Context: an optimization exercise on an open-source flow, tuned for small area, a short achievable clock period and few clock cycles per item. The choices shown serve that exercise and are no tape-out recipe. Function not checked in this run: the RTL went through the layout flow alone. No activity file was given, so power comes from the tool's default toggle rates.

[design/flow/constraint.sdc]
create_clock -name core_clock -period 10.0 [get_ports {i_clk}]
set_input_delay 2.0000 -clock core_clock [delete_from_list [all_inputs] [get_ports {i_clk}]]
set_output_delay 2.0000 -clock core_clock [all_outputs]
set_load 0.01 [all_outputs]
[design/flow/run.sh]
#!/bin/bash
# synth_recipe.tcl (not shown) runs the flow's synth.tcl, then flattens the netlist and writes it again
# the make line also repeats each setting of config.mk as NAME=value (left out here)
make -C /OpenROAD-flow-scripts/flow DESIGN_CONFIG=/design/flow/config.mk WORK_HOME=/design/flow/orfs CLKGATE_MAP_FILE= SYNTH_SCRIPT=/design/flow/synth_recipe.tcl finish
[design/flow/design.v]
module gmrd_ram #(
    parameter int unsigned WIDTH = 31,
    parameter int unsigned DEPTH = 16
) (
    input  logic                                            i_clk,
    input  logic                                            i_we,
    input  logic [((DEPTH > 1) ? $clog2(DEPTH) : 1)-1:0]    i_waddr,
    input  logic [WIDTH-1:0]                                i_wdata,
    input  logic [((DEPTH > 1) ? $clog2(DEPTH) : 1)-1:0]    i_raddr,
    output logic [WIDTH-1:0]                                o_rdata
);
    logic [WIDTH-1:0] r_mem [DEPTH];
    logic [WIDTH-1:0] r_rdata;
    always_ff @(posedge i_clk) begin
        if (i_we) begin
            r_mem[i_waddr] <= i_wdata;
        end
        r_rdata <= r_mem[i_raddr];
    end
    assign o_rdata = r_rdata;
endmodule
module gmrd_modunit (
    input  logic          i_clk,
    input  logic          i_rst_n,
    input  logic          i_start,
    input  logic          i_is_mul,
    input  logic [62:0]   i_a,
    input  logic [30:0]   i_b,
    input  logic [30:0]   i_m,
    output logic          o_done,
    output logic [30:0]   o_result
);
    localparam int unsigned W  = 31;
    localparam int unsigned PW = 2 * W + 1;
    localparam int unsigned CW = $clog2(PW + 1);
    localparam logic [2:0] S_IDLE = 3'b001;
    localparam logic [2:0] S_MUL  = 3'b010;
    localparam logic [2:0] S_RED  = 3'b100;
    logic [2:0]     r_state, n_state;
    logic [PW-1:0]  r_acc, n_acc;
    logic [PW-1:0]  r_mcand, n_mcand;
    logic [W-1:0]   r_mplier, n_mplier;
    logic [W-1:0]   r_m, n_m;
    logic [W:0]     r_rem, n_rem;
    logic [CW-1:0]  r_cnt, n_cnt;
    logic           r_done, n_done;
    logic [W+1:0]   w_trial;
    always_comb begin
        n_state  = r_state;
        n_acc    = r_acc;
        n_mcand  = r_mcand;
        n_mplier = r_mplier;
        n_m      = r_m;
        n_rem    = r_rem;
        n_cnt    = r_cnt;
        n_done   = 1'b0;
        w_trial  = {r_rem, r_acc[PW-1]} - {2'b00, r_m};
        case (r_state)
            S_IDLE: begin
                if (i_start) begin
                    n_m   = i_m;
                    n_rem = '0;
                    if (i_is_mul) begin
                        n_acc    = '0;
                        n_mcand  = i_a;
                        n_mplier = i_b;
                        n_cnt    = W;
                        n_state  = S_MUL;
                    end else begin
                        n_acc   = i_a;
                        n_cnt   = PW;
                        n_state = S_RED;
                    end
                end
            end
            S_MUL: begin
                if (r_mplier[0]) begin
                    n_acc = r_acc + r_mcand;
                end
                n_mcand  = r_mcand << 1;
                n_mplier = r_mplier >> 1;
                n_cnt    = r_cnt - 1'b1;
                if (r_cnt == 1) begin
                    n_cnt   = PW;
                    n_state = S_RED;
                end
            end
            S_RED: begin
                if (!w_trial[W+1] && r_m != '0) begin
                    n_rem = w_trial[W:0];
                end else begin
                    n_rem = {r_rem[W-1:0], r_acc[PW-1]};
                end
                n_acc = r_acc << 1;
                n_cnt = r_cnt - 1'b1;
                if (r_cnt == 1) begin
                    n_done  = 1'b1;
                    n_state = S_IDLE;
                end
            end
            default: n_state = S_IDLE;
        endcase
    end
    always_ff @(posedge i_clk) begin
        if (!i_rst_n) begin
            r_state <= S_IDLE;
            r_done  <= 1'b0;
            r_cnt   <= '0;
        end else begin
            r_state <= n_state;
            r_done  <= n_done;
            r_cnt   <= n_cnt;
        end
        r_acc    <= n_acc;
        r_mcand  <= n_mcand;
        r_mplier <= n_mplier;
        r_m      <= n_m;
        r_rem    <= n_rem;
    end
    assign o_done   = r_done;
    assign o_result = r_rem[W-1:0];
endmodule
module garner_mixed_radix_digits_unit #(
    parameter int unsigned MAX_MODULI = 16
) (
    input  logic          i_clk,
    input  logic          i_rst_n,
    input  logic          i_valid,
    output logic          o_ready,
    input  logic [63:0]   i_data,
    output logic          o_valid,
    input  logic          i_ready,
    output logic [32:0]   o_data
);
    localparam int unsigned W  = 31;
    localparam int unsigned AW = (MAX_MODULI > 1) ? $clog2(MAX_MODULI) : 1;
    localparam int unsigned NW = $clog2(MAX_MODULI + 1);
    localparam int unsigned PW = 2 * W + 1;
    localparam int unsigned EW = $clog2(W + 1);
    localparam logic [9:0] S_IDLE = 10'b0000000001;
    localparam logic [9:0] S_RED  = 10'b0000000010;
    localparam logic [9:0] S_RD   = 10'b0000000100;
    localparam logic [9:0] S_XJ   = 10'b0000001000;
    localparam logic [9:0] S_PJ   = 10'b0000010000;
    localparam logic [9:0] S_EXP  = 10'b0000100000;
    localparam logic [9:0] S_SQR  = 10'b0001000000;
    localparam logic [9:0] S_DIFF = 10'b0010000000;
    localparam logic [9:0] S_FOLD = 10'b0100000000;
    localparam logic [9:0] S_OUT  = 10'b1000000000;
    logic [31:0]         i_residue;
    logic [W-1:0]        i_modulus;
    logic                i_eos;
    logic [9:0]          r_state, n_state;
    logic [NW-1:0]       r_count, n_count;
    logic [NW-1:0]       r_j, n_j;
    logic [W-1:0]        r_m, n_m;
    logic [W-1:0]        r_exp, n_exp;
    logic [EW-1:0]       r_bit, n_bit;
    logic [W-1:0]        r_d, n_d;
    logic [W-1:0]        r_acc, n_acc;
    logic [W-1:0]        r_base, n_base;
    logic [W-1:0]        r_xj, n_xj;
    logic                r_last, n_last;
    logic                r_wait, n_wait;
    logic                r_ovalid, n_ovalid;
    logic [32:0]         r_out, n_out;
    logic                w_start, w_is_mul;
    logic [PW-1:0]       w_a;
    logic [W-1:0]        w_b, w_cm;
    logic                w_done;
    logic [W-1:0]        w_res;
    logic [W-1:0]        w_mod_rd, w_dig_rd;
    logic                w_we;
    logic [AW-1:0]       w_raddr, w_waddr;
    logic [PW-1:0]       w_shift_res;
    logic [W:0]          w_sum;
    assign i_residue = i_data[63:32];
    assign i_modulus = i_data[31:1];
    assign i_eos     = i_data[0];
    gmrd_modunit u_mu (
        .i_clk    (i_clk),
        .i_rst_n  (i_rst_n),
        .i_start  (w_start),
        .i_is_mul (w_is_mul),
        .i_a      (w_a),
        .i_b      (w_b),
        .i_m      (w_cm),
        .o_done   (w_done),
        .o_result (w_res)
    );
    gmrd_ram #(.WIDTH(W), .DEPTH(MAX_MODULI)) u_mod_ram (
        .i_clk(i_clk), .i_we(w_we), .i_waddr(w_waddr), .i_wdata(r_m),
        .i_raddr(w_raddr), .o_rdata(w_mod_rd)
    );
    gmrd_ram #(.WIDTH(W), .DEPTH(MAX_MODULI)) u_dig_ram (
        .i_clk(i_clk), .i_we(w_we), .i_waddr(w_waddr), .i_wdata(r_d),
        .i_raddr(w_raddr), .o_rdata(w_dig_rd)
    );
    assign w_raddr = r_j[AW-1:0];
    assign w_waddr = r_count[AW-1:0];
    assign o_ready = (r_state == S_IDLE) && !r_ovalid;
    assign o_valid = r_ovalid;
    assign o_data  = r_out;
    assign w_shift_res = i_residue[W]
        ? {{(PW-32){i_residue[31]}}, i_residue} + ({{(PW-W){1'b0}}, i_modulus} << (W + 1))
        : {{(PW-32){1'b0}}, i_residue};
    assign w_sum = {1'b0, r_d} + {1'b0, r_m} - {1'b0, r_xj};
    always_comb begin
        n_state  = r_state;
        n_count  = r_count;
        n_j      = r_j;
        n_m      = r_m;
        n_exp    = r_exp;
        n_bit    = r_bit;
        n_d      = r_d;
        n_acc    = r_acc;
        n_base   = r_base;
        n_xj     = r_xj;
        n_last   = r_last;
        n_wait   = r_wait;
        n_ovalid = r_ovalid;
        n_out    = r_out;
        w_we     = 1'b0;
        w_start  = 1'b0;
        w_is_mul = 1'b0;
        w_a      = '0;
        w_b      = '0;
        w_cm     = r_m;
        if (r_ovalid && i_ready) begin
            n_ovalid = 1'b0;
        end
        case (r_state)
            S_IDLE: begin
                if (i_valid && o_ready) begin
                    n_m    = i_modulus;
                    n_last = i_eos;
                    n_exp  = (i_modulus >= 2) ? i_modulus - 2 : '0;
                    n_j    = '0;
                    if (r_count >= MAX_MODULI) begin
                        n_out    = {{W{1'b0}}, i_eos, 1'b1};
                        n_ovalid = 1'b1;
                        if (i_eos) begin
                            n_count = '0;
                        end
                    end else begin
                        w_start = 1'b1;
                        w_a     = w_shift_res;
                        w_cm    = i_modulus;
                        n_state = S_RED;
                    end
                end
            end
            S_RED: begin
                if (w_done) begin
                    n_d     = (r_m == '0) ? '0 : w_res;
                    n_state = (r_j == r_count) ? S_OUT : S_RD;
                end
            end
            S_RD: begin
                n_state = S_XJ;
            end
            S_XJ: begin
                w_start = 1'b1;
                w_a     = {{(PW-W){1'b0}}, w_dig_rd};
                n_base  = w_mod_rd;
                n_wait  = 1'b1;
                if (w_done) begin
                    n_xj = w_res;
                end
                n_state = S_PJ;
            end
            S_PJ: begin
                if (w_done && r_wait) begin
                    n_xj    = w_res;
                    n_wait  = 1'b0;
                    w_start = 1'b1;
                    w_a     = {{(PW-W){1'b0}}, r_base};
                end else if (w_done) begin
                    n_base  = w_res;
                    n_acc   = (r_m == 1) ? '0 : 1;
                    n_bit   = '0;
                    n_state = S_EXP;
                end
            end
            S_EXP: begin
                if (!r_wait) begin
                    if (r_exp[r_bit]) begin
                        w_start  = 1'b1;
                        w_is_mul = 1'b1;
                        w_a      = {{(PW-W){1'b0}}, r_acc};
                        w_b      = r_base;
                        n_wait   = 1'b1;
                    end else begin
                        n_state = S_SQR;
                    end
                end else if (w_done) begin
                    n_acc   = w_res;
                    n_wait  = 1'b0;
                    n_state = S_SQR;
                end
            end
            S_SQR: begin
                if (!r_wait) begin
                    if (r_bit == W - 1) begin
                        n_state = S_DIFF;
                    end else begin
                        w_start  = 1'b1;
                        w_is_mul = 1'b1;
                        w_a      = {{(PW-W){1'b0}}, r_base};
                        w_b      = r_base;
                        n_wait   = 1'b1;
                    end
                end else if (w_done) begin
                    n_base  = w_res;
                    n_wait  = 1'b0;
                    n_bit   = r_bit + 1'b1;
                    n_state = S_EXP;
                end
            end
            S_DIFF: begin
                n_d = (w_sum >= {1'b0, r_m}) ? (w_sum[W-1:0] - r_m) : w_sum[W-1:0];
                w_start  = 1'b1;
                w_is_mul = 1'b1;
                w_a      = {{(PW-W){1'b0}}, r_acc};
                w_b      = n_d;
                n_state  = S_FOLD;
            end
            S_FOLD: begin
                if (w_done) begin
                    n_d     = (r_m == '0) ? '0 : w_res;
                    n_j     = r_j + 1'b1;
                    n_state = (r_j + 1'b1 == r_count) ? S_OUT : S_RD;
                end
            end
            S_OUT: begin
                if (!r_ovalid) begin
                    w_we     = 1'b1;
                    n_out    = {r_d, r_last, 1'b0};
                    n_ovalid = 1'b1;
                    n_count  = r_last ? '0 : r_count + 1'b1;
                    n_state  = S_IDLE;
                end
            end
            default: n_state = S_IDLE;
        endcase
    end
    always_ff @(posedge i_clk) begin
        if (!i_rst_n) begin
            r_state  <= S_IDLE;
            r_count  <= '0;
            r_ovalid <= 1'b0;
            r_wait   <= 1'b0;
        end else begin
            r_state  <= n_state;
            r_count  <= n_count;
            r_ovalid <= n_ovalid;
            r_wait   <= n_wait;
        end
        r_j    <= n_j;
        r_m    <= n_m;
        r_exp  <= n_exp;
        r_bit  <= n_bit;
        r_d    <= n_d;
        r_acc  <= n_acc;
        r_base <= n_base;
        r_xj   <= n_xj;
        r_last <= n_last;
        r_out  <= n_out;
    end
endmodule
[design/flow/config.mk]
export PLATFORM = sky130hd
export DESIGN_NAME = garner_mixed_radix_digits_unit
export DESIGN_NICKNAME = garner_mixed_radix_digits_unit
export VERILOG_FILES = /design/flow/design.v
export SDC_FILE = /design/flow/constraint.sdc
export NUM_CORES = 4
export LEC_CHECK = 0
export CAP_MARGIN = 20
export CORE_MARGIN = 2
export CORE_UTILIZATION = 40
export SLEW_MARGIN = 20
==> run summary <==
## critical path, cell delays in order (launching register included)
cell and delay, ns:
sky130_fd_sc_hd__edfxtp_1 0.88, sky130_fd_sc_hd__inv_1 0.23, sky130_fd_sc_hd__fa_1 0.58, sky130_fd_sc_hd__inv_1 0.07, sky130_fd_sc_hd__ha_1 0.30, sky130_fd_sc_hd__a211oi_1 0.09, sky130_fd_sc_hd__o21a_1 0.22, sky130_fd_sc_hd__o311ai_1 0.76
sky130_fd_sc_hd__a21o_1 0.22, sky130_fd_sc_hd__a21oi_1 0.12, sky130_fd_sc_hd__o311ai_0 0.58, sky130_fd_sc_hd__a21oi_1 0.18, sky130_fd_sc_hd__xnor2_1 0.17, sky130_fd_sc_hd__ha_1 0.39, sky130_fd_sc_hd__a21oi_1 0.09, sky130_fd_sc_hd__o21ai_0 0.38
sky130_fd_sc_hd__a211o_1 0.16, sky130_fd_sc_hd__a21oi_1 0.06, sky130_fd_sc_hd__nor2_1 0.11, sky130_fd_sc_hd__a211o_1 0.16, sky130_fd_sc_hd__a31oi_1 0.05, sky130_fd_sc_hd__o211ai_1 0.18, sky130_fd_sc_hd__buf_4 0.54, sky130_fd_sc_hd__inv_1 0.25
sky130_fd_sc_hd__a21oi_1 0.29, sky130_fd_sc_hd__a21oi_1 0.10
## state kept, by name (all words and copies together), names as in the netlist, 3 cells and up
name	count
u_dig_ram.r_mem	496
u_mod_ram.r_mem	496
u_mu.r_acc	63
u_mu.r_mcand	63
r_out	33
u_mu.r_rem	32
r_acc	31
r_base	31
r_d	31
r_exp	31
r_m	31
r_xj	31
u_dig_ram.r_rdata	31
u_mod_ram.r_rdata	31
u_mu.r_m	31
u_mu.r_mplier	31
r_state	10
u_mu.r_cnt	6
r_bit	5
r_count	5
r_j	5
u_mu.r_state	3
## routing by layer
metal / up-vias / GRT usage / wire, microns
met5: - / 0 / 25
met4: 4 / 0.0886 / 8360
met1: 22500 / 0.329 / 90000
met2: 1868 / 0.373 / 100000
li1: 18800 / - / -
met3: 327 / 0.0357 / 15200
## where the power goes
part	internal [mW]	total, mW	switching [mW]
Combinational	1.19	2.89	1.69
Sequential	7.30	7.57	0.275
Clock	3.52	6.18	2.65
Total	12.0	16.6	4.62
## placed cells by master (no fill, tap or decap), types with 16 or more instances in the layout
| cell | instances |
|---|---|
| sky130_fd_sc_hd__edfxtp_1 | 1442 |
| sky130_fd_sc_hd__mux4_2 | 319 |
| sky130_fd_sc_hd__nand2_1 | 302 |
| sky130_fd_sc_hd__a21oi_1 | 282 |
| sky130_fd_sc_hd__nor2_1 | 269 |
| sky130_fd_sc_hd__o21ai_0 | 257 |
| sky130_fd_sc_hd__inv_1 | 208 |
| sky130_fd_sc_hd__ha_1 | 195 |
| sky130_fd_sc_hd__clkbuf_16 | 162 |
| sky130_fd_sc_hd__xnor2_1 | 116 |
| sky130_fd_sc_hd__clkdlybuf4s50_1 | 102 |
| sky130_fd_sc_hd__buf_4 | 97 |
| sky130_fd_sc_hd__a21o_1 | 89 |
| sky130_fd_sc_hd__dfxtp_1 | 89 |
| sky130_fd_sc_hd__xor2_1 | 81 |
| sky130_fd_sc_hd__a22oi_1 | 69 |
| sky130_fd_sc_hd__nand3_1 | 58 |
| sky130_fd_sc_hd__and2_1 | 47 |
| sky130_fd_sc_hd__mux2i_1 | 40 |
| sky130_fd_sc_hd__nor3_1 | 38 |
| sky130_fd_sc_hd__a31oi_1 | 38 |
| sky130_fd_sc_hd__nand4_1 | 37 |
| sky130_fd_sc_hd__mux2_2 | 36 |
| sky130_fd_sc_hd__fa_1 | 35 |
| sky130_fd_sc_hd__nor2b_1 | 34 |
| sky130_fd_sc_hd__clkinv_2 | 33 |
| sky130_fd_sc_hd__o21bai_1 | 32 |
| sky130_fd_sc_hd__nand2b_1 | 29 |
| sky130_fd_sc_hd__nor4_1 | 28 |
| sky130_fd_sc_hd__clkbuf_1 | 27 |
| sky130_fd_sc_hd__and3_1 | 26 |
| sky130_fd_sc_hd__o21a_1 | 24 |
| sky130_fd_sc_hd__clkinv_1 | 23 |
| sky130_fd_sc_hd__or3_1 | 21 |
| sky130_fd_sc_hd__nor2_4 | 18 |
| sky130_fd_sc_hd__clkbuf_8 | 18 |
| sky130_fd_sc_hd__a211oi_1 | 16 |
## path summary, 6_finish.rpt
kind	cells past startpoint	endpoint	startpoint	slack (ns)
hold reg to reg	2	u_mu.r_cnt[2]	u_mu.r_cnt[2]	0.48
setup reg to reg	25	r_d[27]	r_m[1]	2.53
setup / recovery	25	r_d[27]	r_m[1]	2.53
hold / removal	2	u_mu.r_cnt[2]	u_mu.r_cnt[2]	0.48
## kinds of logic after synthesis
family	after synthesis	share of synthesized area
xor gates and xnor gates	197	0.0245
muxes	395	0.114
buffers and inverters	432	0.0233
and+or+nand+nor	959	0.0639
DFF	1531	0.641
adders and majority gates	230	0.0447
AOI/OAI and AO/OA	989	0.0888
## through the flow
stage               instance area (sq um)  worst slack (ns)  utilization  power (mW)
detailed placement                  74500              2.81        0.427        10.5
CTS                                 80000              2.77        0.459        16.7
floorplan                           70300              2.92            -        9.63
finish                              80000              2.53        0.459        16.6
global route                        80000              2.24        0.459        17.3
global placement                    74500              2.92        0.427        10.5
## layout make-up
cell class / instances / area share
Antenna cell: 3 / 0.0000939
Clock buffer: 207 / 0.0550
Clock inverter: 94 / 0.0139
Inverter: 209 / 0.00981
Multi-Input combinational cell: 2770 / 0.298
Sequential cell: 1531 / 0.564
Tap cell: 2325 / 0.0364
Timing Repair Buffer: 203 / 0.0229
==> results.cfg <==
[job]
max_cap_viol_count = 0

[synthesis]
synthTopCellsByCount = sky130_fd_sc_hd__edfxtp_1 (1442), sky130_fd_sc_hd__mux4_2 (319), sky130_fd_sc_hd__nand2_1 (302)
synth.lib_cells_used.distinct = 82
count_of_flip_flops_with_a_built_in_enable_after_synthesis = 1442
synth-seq-area-share = 0.641
ys_warn_count = 3
dominant_register_cell_in_the_synthesized_netlist = sky130_fd_sc_hd__edfxtp_1
ys_seq_elements = 1531
syn_inst = 4733
postSynthNetCount = 5031
synth_largest_type_area_fraction = 0.616
ys_top_cells_by_area = sky130_fd_sc_hd__edfxtp_1 (62%), sky130_fd_sc_hd__mux4_2 (10%), sky130_fd_sc_hd__ha_1 (3.5%)
post_synthesis_cell_type_with_the_largest_combined_area = sky130_fd_sc_hd__edfxtp_1
syn-mean-instance-area_sq_um = 14.9
synth.cell_area_sq_mm = 0.0703
async_reset_ff_frac = 0
yosys.cell_count.top_type = sky130_fd_sc_hd__edfxtp_1

[die]
design.core.area_sq_mm = 0.174
initial_core_util = 0.404
rows = 153
io_pins = 103
floorplan.die.width_microns = 423
die_y_microns = 423
die_area_sq_mm = 0.179

[sta]
final-hold-violation-count = 0
fin_skew_ns = 0.0771
maxSlewViolCount = 0
setup_violations = 0
max_clk_rate_ghz = 0.134
part_of_the_cycle_the_worst_path_needs = 0.747
setup_total_negative_slack_ns = 0
tightest_pin_transition_ns = 1.14
layout_min_cycle_time_ns = 7.47
hold_slack_ns = 0.482
grt_setup_unrepaired = no
slew-limit-headroom = 0.237

[status]
status = no timing/DRC/antenna violations

[clock_network]
ctsLongestPathBuffers = 3
post_cts_buffers = 0
post_cts_resize_count = 0
cts_made_buffers = 161
ctsHtreeMaxLevel = 4
tritoncts_clock_tree = done
clock-sinks = 1531
insertion_delay_ns = 0.85
cts.clk_slew.worst_paths_ns = 0.06
ctsHoldBuffers = 0
cts_root_buffer = sky130_fd_sc_hd__clkbuf_16

[global_routing]
first_global_vias = 41900
overall_global_routing_usage = 0.236
grt_antenna_before_repair = 14
pin_count_of_the_biggest_net_entering_global_routing = 116
grt_pass1_wl_mm = 305
grt-ovfl-total = 0

[finish]
post_layout_nonfiller_instances = 7342
nFillCells = 15100
flow.area_growth_from_synthesis_pct = 13.8
layout-drive-gt1-share = 0.153
multiInputGateArea_sq_mm = 0.0239
ff_latch_area_sq_mm = 0.0451
finish.net_count = 5174

[routing]
route.antenna.remaining_nets = 0
vias_per_cell = 5.92
route.vias.total = 43500
drt_iter0_markers = 5702
drc = 0
wirelength_mm = 214
routed_wire_length_per_instance_microns = 29.1
drt_pass1_iterations = 6

[placed_design]
detailed_place_hpwl_mm = 138
gpl_congestion = 0.951
buffer_ports.inserted = 102
dp.cells = 7038

[worst_setup_path]
critPathLaunchType = register
setup.worst_path.end_class = register
cp_data_required_time_ns = 10.54
critPathMaxFanout = 47
arrival_time_reported_for_the_critical_path_endpoint_ns = 8.01
critPathKind = register to register

[pwr]
irDropWorstVdd_uv = 156
power-per-cell-area_mw_per_mm2 = 208
total_leakage_power_nw = 27.3

[worst_hold_path]
worst_hold_path_type = register to register

==> afterwards: timing with drivers on the ports <==
The flow's constraints put no driver on any port. The routed layout listed below was extracted and timed again, unchanged, in two steps. Step 1 assumes that a clkbuf_16 drives the clock port and a buf_2 every other input. Step 2 times the ports against the registers' clock, not the clock port: input delays grow and output delays shrink by t, the midpoint of the rising clock arrivals with the driver on. Three values: no drivers, after step 1, after step 2; two values: the first two.
shift t [ns]: 0.886
setup WS [ns]: 2.531 / 2.531 / 2.531
worst setup path at the end: register to register
clock arrival spread, ns: 0.083 / 0.084
worst register clock-pin slew, ns: 0.07 / 0.07
After both steps setup and hold are still met in this run. For this run, drivers alone change the setup slack by 0.000 ns; drivers and shift together by 0.000 ns.
